This is an optimization exercise on Yosys and OpenROAD, whose aim is a short achievable clock period and few clock cycles, not a production implementation.
Function was checked by simulation only, so behaviour that the tests miss may differ from the original.
No activity file was given, so power comes from the tool's default toggle rates.

File: design/flow/run.sh
#!/bin/bash
# synth_recipe.tcl (not shown) runs the flow's synth.tcl, then flattens the netlist and writes it again
# the make line also repeats each setting of config.mk as NAME=value (left out here)
make -C /OpenROAD-flow-scripts/flow DESIGN_CONFIG=/design/flow/config.mk WORK_HOME=/design/flow/orfs CLKGATE_MAP_FILE= SYNTH_SCRIPT=/design/flow/synth_recipe.tcl finish
File: design/flow/config.mk
export PLATFORM = sky130hd
export DESIGN_NAME = dcache
export DESIGN_NICKNAME = dcache
export VERILOG_FILES = /design/flow/design.v
export SDC_FILE = /design/flow/constraint.sdc
export NUM_CORES = 4
export LEC_CHECK = 0
export CAP_MARGIN = 20
export CORE_MARGIN = 2
export CORE_UTILIZATION = 40
export PLACE_DENSITY = 0.6
export SLEW_MARGIN = 20
File: design/flow/constraint.sdc
create_clock -name core_clock -period 10.0 [get_ports {CLK}]
set_input_delay 2.0000 -clock core_clock [delete_from_list [all_inputs] [get_ports {CLK}]]
set_output_delay 2.0000 -clock core_clock [all_outputs]
set_load 0.01 [all_outputs]
File: design/flow/design.v
package cachePkg;
    typedef logic [31:0] word_t;
    typedef logic [31:0] addr_t;
    typedef logic [25:0] tag_t;    
    typedef logic [2:0] index_t;   
    typedef struct packed {
        logic ren;
        logic wen;
        addr_t addr;
        word_t store;
    } cpuReq_t;
    typedef struct packed {
        logic hit;       
        word_t load;
    } cpuResp_t;
    typedef struct packed {
        logic ren;
        logic wen;
        addr_t addr;
        word_t store;
    } memReq_t;
    typedef struct packed {
        logic busy;      
        word_t load;
    } memResp_t;
endpackage
`timescale 1ns/1ns
module tagArray (
    input logic CLK,
    input logic nRST,
    input cachePkg::tag_t reqTag,
    input cachePkg::index_t reqIndex,
    input logic touch,
    input logic markDirty,
    input logic fill,
    input logic fillWay,
    input logic fillDirty,
    output logic hit,
    output logic hitWay,
    output logic victimWay,
    output logic victimDirty,
    output cachePkg::tag_t victimTag
);
    localparam int numSets = 8;
    cachePkg::tag_t tags [numSets][2];
    logic [1:0] valid [numSets];
    logic [1:0] dirty [numSets];
    logic [numSets-1:0] lru;     
    logic [numSets-1:0] setSel;
    logic [1:0] lineMatch [numSets];
    logic [1:0] wayHit;
    always_comb begin
        for (int s = 0; s < numSets; s++) begin
            setSel[s] = (reqIndex == s[2:0]);
            lineMatch[s][0] = valid[s][0] && (tags[s][0] == reqTag);
            lineMatch[s][1] = valid[s][1] && (tags[s][1] == reqTag);
        end
        wayHit = '0;
        for (int s = 0; s < numSets; s++) begin
            wayHit[0] = wayHit[0] | (setSel[s] & lineMatch[s][0]);
            wayHit[1] = wayHit[1] | (setSel[s] & lineMatch[s][1]);
        end
    end
    assign hit = |wayHit;
    assign hitWay = wayHit[1];
    assign victimWay = lru[reqIndex];
    assign victimTag = tags[reqIndex][victimWay];
    assign victimDirty = valid[reqIndex][victimWay] && dirty[reqIndex][victimWay];
    always_ff @(posedge CLK, negedge nRST) begin
        if (!nRST) begin
            for (int s = 0; s < numSets; s++) begin
                valid[s] <= 2'b00;
                dirty[s] <= 2'b00;
            end
            lru <= '0;
        end else if (fill) begin
            valid[reqIndex][fillWay] <= 1'b1;
            dirty[reqIndex][fillWay] <= fillDirty;
            lru[reqIndex] <= ~fillWay;
        end else begin
            if (touch) begin
                lru[reqIndex] <= ~hitWay;
            end
            if (markDirty) begin
                dirty[reqIndex][hitWay] <= 1'b1;
            end
        end
    end
    always_ff @(posedge CLK) begin
        if (fill) begin
            tags[reqIndex][fillWay] <= reqTag;
        end
    end
endmodule
`timescale 1ns/1ns
module dataArray (
    input logic CLK,
    input cachePkg::index_t reqIndex,
    input logic reqWordSel,
    input logic hitWay,
    input logic hitWrite,
    input cachePkg::word_t cpuStore,
    input logic fill,
    input logic fillWay,
    input cachePkg::word_t fillReqWord,
    input cachePkg::word_t fillOtherWord,
    output cachePkg::word_t loadWord,
    input logic victimWay,
    input logic victimWordSel,
    output cachePkg::word_t victimWord
);
    localparam int numSets = 8;
    cachePkg::word_t words [numSets][2][2];    
    assign loadWord = words[reqIndex][hitWay][reqWordSel];
    assign victimWord = words[reqIndex][victimWay][victimWordSel];
    always_ff @(posedge CLK) begin
        for (int s = 0; s < numSets; s++) begin
            for (int w = 0; w < 2; w++) begin
                for (int k = 0; k < 2; k++) begin
                    if (reqIndex == s[2:0]) begin
                        if (fill && fillWay == w[0]) begin
                            words[s][w][k] <= (reqWordSel == k[0]) ? fillReqWord : fillOtherWord;
                        end else if (hitWrite && hitWay == w[0] && reqWordSel == k[0]) begin
                            words[s][w][k] <= cpuStore;
                        end
                    end
                end
            end
        end
    end
endmodule
`timescale 1ns/1ns
module cacheControl (
    input logic CLK,
    input logic nRST,
    input cachePkg::cpuReq_t cpuReq,
    input logic hit,
    input logic victimDirty,
    input cachePkg::tag_t victimTag,
    input cachePkg::word_t victimWord,
    input cachePkg::word_t loadWord,
    input cachePkg::memResp_t memResp,
    output cachePkg::cpuResp_t cpuResp,
    output logic touch,
    output logic markDirty,
    output logic fill,
    output logic victimWordSel,
    output cachePkg::word_t fillReqWord,
    output cachePkg::memReq_t memReq
);
    logic idle;      
    logic rdA;       
    logic wb0;       
    logic wb1;       
    logic rdB;       
    logic wb;
    logic request;
    logic done;
    cachePkg::word_t reqWord;    
    assign request = cpuReq.ren || cpuReq.wen;
    assign done = !memResp.busy;
    assign wb = wb0 || wb1;
    always_ff @(posedge CLK, negedge nRST) begin
        if (!nRST) begin
            idle <= 1'b1;
            rdA <= 1'b0;
            wb0 <= 1'b0;
            wb1 <= 1'b0;
            rdB <= 1'b0;
        end else begin
            if (idle) begin
                if (request && !hit) begin
                    idle <= 1'b0;
                    rdA <= !done;
                    wb0 <= done && victimDirty;
                    rdB <= done && !victimDirty;
                end
            end
            if (rdA && done) begin
                rdA <= 1'b0;
                wb0 <= victimDirty;
                rdB <= !victimDirty;
            end
            if (wb0 && done) begin
                wb0 <= 1'b0;
                wb1 <= 1'b1;
            end
            if (wb1 && done) begin
                wb1 <= 1'b0;
                rdB <= 1'b1;
            end
            if (rdB && done) begin
                rdB <= 1'b0;
                idle <= 1'b1;
            end
        end
    end
    always_ff @(posedge CLK) begin
        if ((idle || rdA) && done) begin
            reqWord <= memResp.load;
        end
    end
    assign cpuResp.hit = idle ? (request && hit) : (rdB && done);
    assign cpuResp.load = idle ? loadWord : reqWord;
    assign touch = idle && request && hit;
    assign markDirty = touch && cpuReq.wen;
    assign fill = rdB && done;
    assign victimWordSel = wb1;
    assign fillReqWord = cpuReq.wen ? cpuReq.store : reqWord;
    assign memReq.ren = idle ? (request && !hit) : (rdA || rdB);
    assign memReq.wen = wb;
    assign memReq.addr = {wb ? victimTag : cpuReq.addr[31:6], cpuReq.addr[5:3],
                          rdB ? !cpuReq.addr[2] : (wb ? wb1 : cpuReq.addr[2]), 2'b00};
    assign memReq.store = victimWord;
endmodule
`timescale 1ns/1ns
module dcacheTop (
    input logic CLK,
    input logic nRST,
    input cachePkg::cpuReq_t cpuReq,
    output cachePkg::cpuResp_t cpuResp,
    output cachePkg::memReq_t memReq,
    input cachePkg::memResp_t memResp
);
    cachePkg::tag_t reqTag;
    cachePkg::index_t reqIndex;
    logic reqWordSel;
    logic hit;
    logic hitWay;
    logic victimWay;
    logic victimDirty;
    cachePkg::tag_t victimTag;
    cachePkg::word_t victimWord;
    cachePkg::word_t loadWord;
    logic touch;
    logic markDirty;
    logic fill;
    logic victimWordSel;
    cachePkg::word_t fillReqWord;
    assign reqTag = cpuReq.addr[31:6];
    assign reqIndex = cpuReq.addr[5:3];
    assign reqWordSel = cpuReq.addr[2];
    cacheControl cacheControl_inst (
        .CLK(CLK),
        .nRST(nRST),
        .cpuReq(cpuReq),
        .hit(hit),
        .victimDirty(victimDirty),
        .victimTag(victimTag),
        .victimWord(victimWord),
        .loadWord(loadWord),
        .memResp(memResp),
        .cpuResp(cpuResp),
        .touch(touch),
        .markDirty(markDirty),
        .fill(fill),
        .victimWordSel(victimWordSel),
        .fillReqWord(fillReqWord),
        .memReq(memReq)
    );
    tagArray tagArray_inst (
        .CLK(CLK),
        .nRST(nRST),
        .reqTag(reqTag),
        .reqIndex(reqIndex),
        .touch(touch),
        .markDirty(markDirty),
        .fill(fill),
        .fillWay(victimWay),
        .fillDirty(cpuReq.wen),
        .hit(hit),
        .hitWay(hitWay),
        .victimWay(victimWay),
        .victimDirty(victimDirty),
        .victimTag(victimTag)
    );
    dataArray dataArray_inst (
        .CLK(CLK),
        .reqIndex(reqIndex),
        .reqWordSel(reqWordSel),
        .hitWay(hitWay),
        .hitWrite(markDirty),
        .cpuStore(cpuReq.store),
        .fill(fill),
        .fillWay(victimWay),
        .fillReqWord(fillReqWord),
        .fillOtherWord(memResp.load),
        .loadWord(loadWord),
        .victimWay(victimWay),
        .victimWordSel(victimWordSel),
        .victimWord(victimWord)
    );
endmodule
`timescale 1ns/1ns
module dcache (
    input  logic        CLK,
    input  logic        nRST,
    input  logic        cpu_ren,
    input  logic        cpu_wen,
    input  logic [31:0] cpu_addr,
    input  logic [31:0] cpu_store,
    output logic        cpu_hit,
    output logic [31:0] cpu_load,
    output logic        mem_ren,
    output logic        mem_wen,
    output logic [31:0] mem_addr,
    output logic [31:0] mem_store,
    input  logic        mem_busy,
    input  logic [31:0] mem_load
);
    cachePkg::cpuReq_t cpuReq;
    cachePkg::cpuResp_t cpuResp;
    cachePkg::memReq_t memReq;
    cachePkg::memResp_t memResp;
    assign cpuReq.ren = cpu_ren;
    assign cpuReq.wen = cpu_wen;
    assign cpuReq.addr = cpu_addr;
    assign cpuReq.store = cpu_store;
    assign cpu_hit = cpuResp.hit;
    assign cpu_load = cpuResp.load;
    assign mem_ren = memReq.ren;
    assign mem_wen = memReq.wen;
    assign mem_addr = memReq.addr;
    assign mem_store = memReq.store;
    assign memResp.busy = mem_busy;
    assign memResp.load = mem_load;
    dcacheTop dcacheTop_inst (
        .CLK(CLK),
        .nRST(nRST),
        .cpuReq(cpuReq),
        .cpuResp(cpuResp),
        .memReq(memReq),
        .memResp(memResp)
    );
endmodule
==> run_results.csv <==
group,metric,value,unit
yosys,async_flop_share,2.966,%
pwr,comb_power_share,15.4,%
floorplanning,die_h,424.5,um
yosys,yosysWarnings,7,
placed_design,place_ws,1.170,ns
critical_path,path_cells,"buf_6 > inv_1 > buf_4 > ha_2 > nand2_1 > nor2_4 > a222oi_1 > o2111ai_1 > o21ai_0 > and3_1 > o22ai_1 > clkdlybuf4s50_1",
floorplanning,start_util,40.20,%
timing,fin_crit_sh,96.24,%
yosys,synth_area_leaders,"edfxtp_1, xor2_1, a22oi_1",
final_layout,final_layout_size_suffix_gt1_share,12.82,%
yosys,synthFlopType,"edfxtp_1",
timing,period_minus_slack,9.624,ns
global_route,met2_usage,49.81,%
cts,clockBufferDepth,3,
cts,ctsHoldBuffers,0,
yosys,ys_seq_area_share,64.10,%
floorplanning,fp.dieW,424.5,um
timing,clock.fmax,0.1039,GHz
critical_path,arrival,7.62,ns
critical_path,reg2reg_depth,9,
cts,clock-sinks,1517,
final_layout,final_cells,7925,
placed_design,gp_congestion,1.015,
global_route,use_met1,44.86,%
final_layout,fill_cells,15380,
yosys,synth_top_area_share,62.50,%
critical_path,critPathKind,"input pin to output port",
floorplanning,core,175900,um^2
critical_path,crit_family,"simple AND/OR/NAND/NOR gates",
pwr,irDropWorstVdd,0.0001827,V
placed_design,numPortBuffers,195,
critical_path,critPathRequiredTime,8.00,ns
cts,clk_latency,0.87,ns
critical_path,endpoint_kind,"output port",
detailed_routing,via_count,57670,
critical_path,path_buf_inv,4,
detailed_routing,dr.pass1.iters,14,
global_route,grt_overflow,0,
detailed_routing,detail-route-antenna-nets,0,
placed_design,place_hpwl,199.7,mm
cts,cts_inserted_buffers,163,
hold_path,whs_path_depth,1,
timing,worstMarginPinSlew,1.360,ns
floorplanning,pin_count,200,
yosys,synth_top_cell_by_area,"edfxtp_1",
detailed_routing,drc_errors,0,
timing,finalWorstSetupSlack,0.3757,ns
timing,finalSetupTns,0,ns
timing,hold_viol_final,0,
floorplanning,die-area,180200,um^2
hold_path,min_path_type,"flip-flop to flip-flop",
timing,final-max-slew-violation-count,0,
global_route,grt_pass1_wl,439.6,mm
placed_design,placed_cells_incl_taps,7599,
timing,relSlewSlack,9.106,%
critical_path,r2r_start,"dcacheTop_inst.tagArray_inst.tags[2][6]",
pwr,p_switching,4.444,mW
cts,cts_tree,"done",
detailed_routing,drtIter0Drc,12891,
yosys,syn_avg_cell_area,13.50,um^2
cts,cts_htree_levels,4,
yosys,syn_inst,5240,
timing,finClkSkew,0.08573,ns
critical_path,slowest_delay,1.25,ns
yosys,synth_area,70720,um^2
critical_path,reg2reg_to,"dcacheTop_inst.dataArray_inst.words[17][19]",
cts,post_cts_buffers,0,
cts,cts_resized,0,
cts,clockRootBuffer,"clkbuf_16",
hold_path,hold_start,"dcacheTop_inst.tagArray_inst.valid[3][0]",
detailed_routing,wl,325.2,mm
critical_path,start_kind,"input pin",
global_route,top_usage_layer,"met2",
pwr,pwr-share-seq,45.5,%
global_route,grt_pass1_vias,54313,
yosys,synthTopCellsByCount,"edfxtp_1, a22oi_1, xor2_1",
pwr,p_clk_share,39.0,%
run,cap_violations,0,
global_route,grt.total_usage,35.01,%
pwr,p_sw_share,27.94,%
global_route,grt_antenna_before_repair,16,
run_status,status,"timing/DRC/antenna clean",
final_layout,area_growth,15.71,%
pwr,intPower,11.46,mW
pwr,power_density,194.4,nW/um^2
timing,setup_viol,0,
detailed_routing,drt-vias-per-instance,7.277,
detailed_routing,wl_per_cell,41.04,um
global_route,use_met3,14.10,%
critical_path,reg2reg_setup_slack,4.82,ns
timing,rsz0062_at_grt,"false",
yosys,ys_seq_elements,1517,
critical_path,crit_slowest_cell,"nor2_4",
yosys,yosysMostFrequentCell,"edfxtp_1",
final_layout,layout.nets,5537,
pwr,p_leak,26.11,nW
critical_path,path_max_fanout,23,
global_route,grt_max_degree,163,
cts,clk_pin_slew,0.05,ns
yosys,synth_edf_count,1472,
yosys,yosys.cell_types.count,67,
floorplanning,row_count,154,
hold_path,holdPathEnd,"dcacheTop_inst.tagArray_inst.valid[3][0]",
[how the worst max path moves through the flow]
stage	start	end	slack, ns	cells past startpoint
floorplan	cpu_addr[5]	cpu_load[19]	2.58	19
global placement	cpu_addr[3]	cpu_load[22]	1.18	12
detailed placement	cpu_addr[3]	cpu_load[22]	1.17	12
CTS	cpu_addr[4]	cpu_load[25]	1.15	16
global route	cpu_addr[3]	cpu_load[30]	0.61	12
finish	cpu_addr[3]	cpu_load[30]	0.38	12
[area by class of cell]
type	instances	area [um^2]	area share [%]
flip-flops and latches	1517	45330	55.40
multi-input cells	3274	23850	29.15
clock buffers	209	4292	5.244
repair buffers	458	4203	5.136
well taps	2340	2928	3.578
clock inverters	96	1126	1.376
inverters	15	58.81	0.07186
diodes	16	40.04	0.04893
[metrics by stage]
stage	util (%)	power, mW	hold slack (ns)	cell area [um^2]
global placement	43.28	9.693	0.4451	76130
detailed placement	43.33	9.712	0.4641	76230
global route	46.50	16.21	0.4881	81800
finish	46.52	15.91	0.4753	81830
floorplan	-	8.636	0.4259	70730
CTS	46.41	15.78	0.4756	81650
[sequential cells by signal, indices dropped and copies added, names as in the netlist, named ones only]
| signal | count |
|---|---|
| dcacheTop_inst.cacheControl_inst.idle | 1 |
| dcacheTop_inst.cacheControl_inst.rdA | 1 |
| dcacheTop_inst.cacheControl_inst.rdB | 1 |
| dcacheTop_inst.cacheControl_inst.reqWord | 32 |
| dcacheTop_inst.cacheControl_inst.wb0 | 1 |
| dcacheTop_inst.cacheControl_inst.wb1 | 1 |
| dcacheTop_inst.dataArray_inst.words | 1024 |
| dcacheTop_inst.tagArray_inst.lru | 8 |
| dcacheTop_inst.tagArray_inst.tags | 416 |
| dcacheTop_inst.tagArray_inst.valid | 16 |
[per-layer routing]
layer,vias to the layer above,wire (um),share of wire (%)
li1,21692,-,-
met1,28161,111500,34
met2,6115,133700,41
met3,1680,53810,17
met4,22,26070,8.0
met5,-,185,0.057
[power groups by stage]
stage | sequential [mW] | clock (mW) | combinational, mW
2_1_floorplan | 7.34 | 0 | 1.30
5_1_grt | 7.25 | 6.45 | 2.51
4_1_cts | 7.24 | 6.19 | 2.35
3_3_place_gp | 7.37 | 0 | 2.32
6_report | 7.24 | 6.21 | 2.46
3_5_place_dp | 7.37 | 0 | 2.34
[cell families after synthesis]
group	share of synthesized area, %
AO/OA/AOI/OAI	17.18
XOR/XNOR	5.152
adder cells (fa/ha/maj)	0.1238
buffers and inverters	3.181
flip-flops	64.10
multiplexers	3.259
other	0.005302
AND/OR/NAND/NOR	6.999
[cells in the final DEF (no fill, tap or decap), types with 11 or more instances in the layout]
cell / netlist / routed
edfxtp_1: 1472 / 1472
a22oi_1: 363 / 363
xor2_1: 331 / 331
a21oi_1: 304 / 300
buf_4: 62 / 236
a221oi_1: 235 / 235
a22o_1: 202 / 202
nand2_1: 194 / 189
clkbuf_16: 0 / 163
clkdlybuf4s50_1: 0 / 163
o21ai_0: 157 / 157
o22ai_1: 149 / 149
mux2i_1: 132 / 132
nor2_1: 198 / 122
nand3_1: 120 / 120
nand4_1: 115 / 115
a211oi_1: 101 / 101
a222oi_1: 99 / 99
xnor2_1: 85 / 85
nor4_1: 81 / 81
nor2b_1: 89 / 77
nor2_4: 0 / 72
nor3_1: 53 / 53
nand2b_1: 49 / 47
dfrtp_1: 44 / 44
clkbuf_1: 227 / 42
mux4_2: 36 / 34
clkinv_1: 0 / 33
a31oi_1: 29 / 28
buf_2: 88 / 28
clkinv_2: 0 / 24
buf_12: 0 / 22
and3_1: 21 / 19
nor2_2: 14 / 18
bufinv_16: 0 / 17
diode_2: 0 / 16
inv_1: 14 / 13
mux2_2: 11 / 11
nor2b_4: 0 / 11
Testbench counts, summed over its fixed seeds: cycles 30,852.

separate check: timing with driven ports:
The results above use ideal ports. As a check the final layout listed here was re-extracted and re-timed, cells and wires unchanged. Step 1 assumes that a clkbuf_16 drives the clock port and a buf_2 every other input. Step 2 adds t to the input delays and takes it off the output delays; t is the mean of the earliest and latest rising clock arrival at the registers after step 1. Input paths then give back, and output paths get back, about the clock's delay inside the block. Three values: no drivers, after step 1, after step 2; two values: the first two.
t, ns: 0.907
setup WS [ns]: 0.376 / 0.339 / 0.339
clock arrival spread, ns: 0.093 / 0.094
slew at the worst register clock pin (ns): 0.07 / 0.07
After both steps setup and hold are still met in this run. The setup slack of this run moves by -0.037 ns with the drivers and by -0.037 ns with both steps.
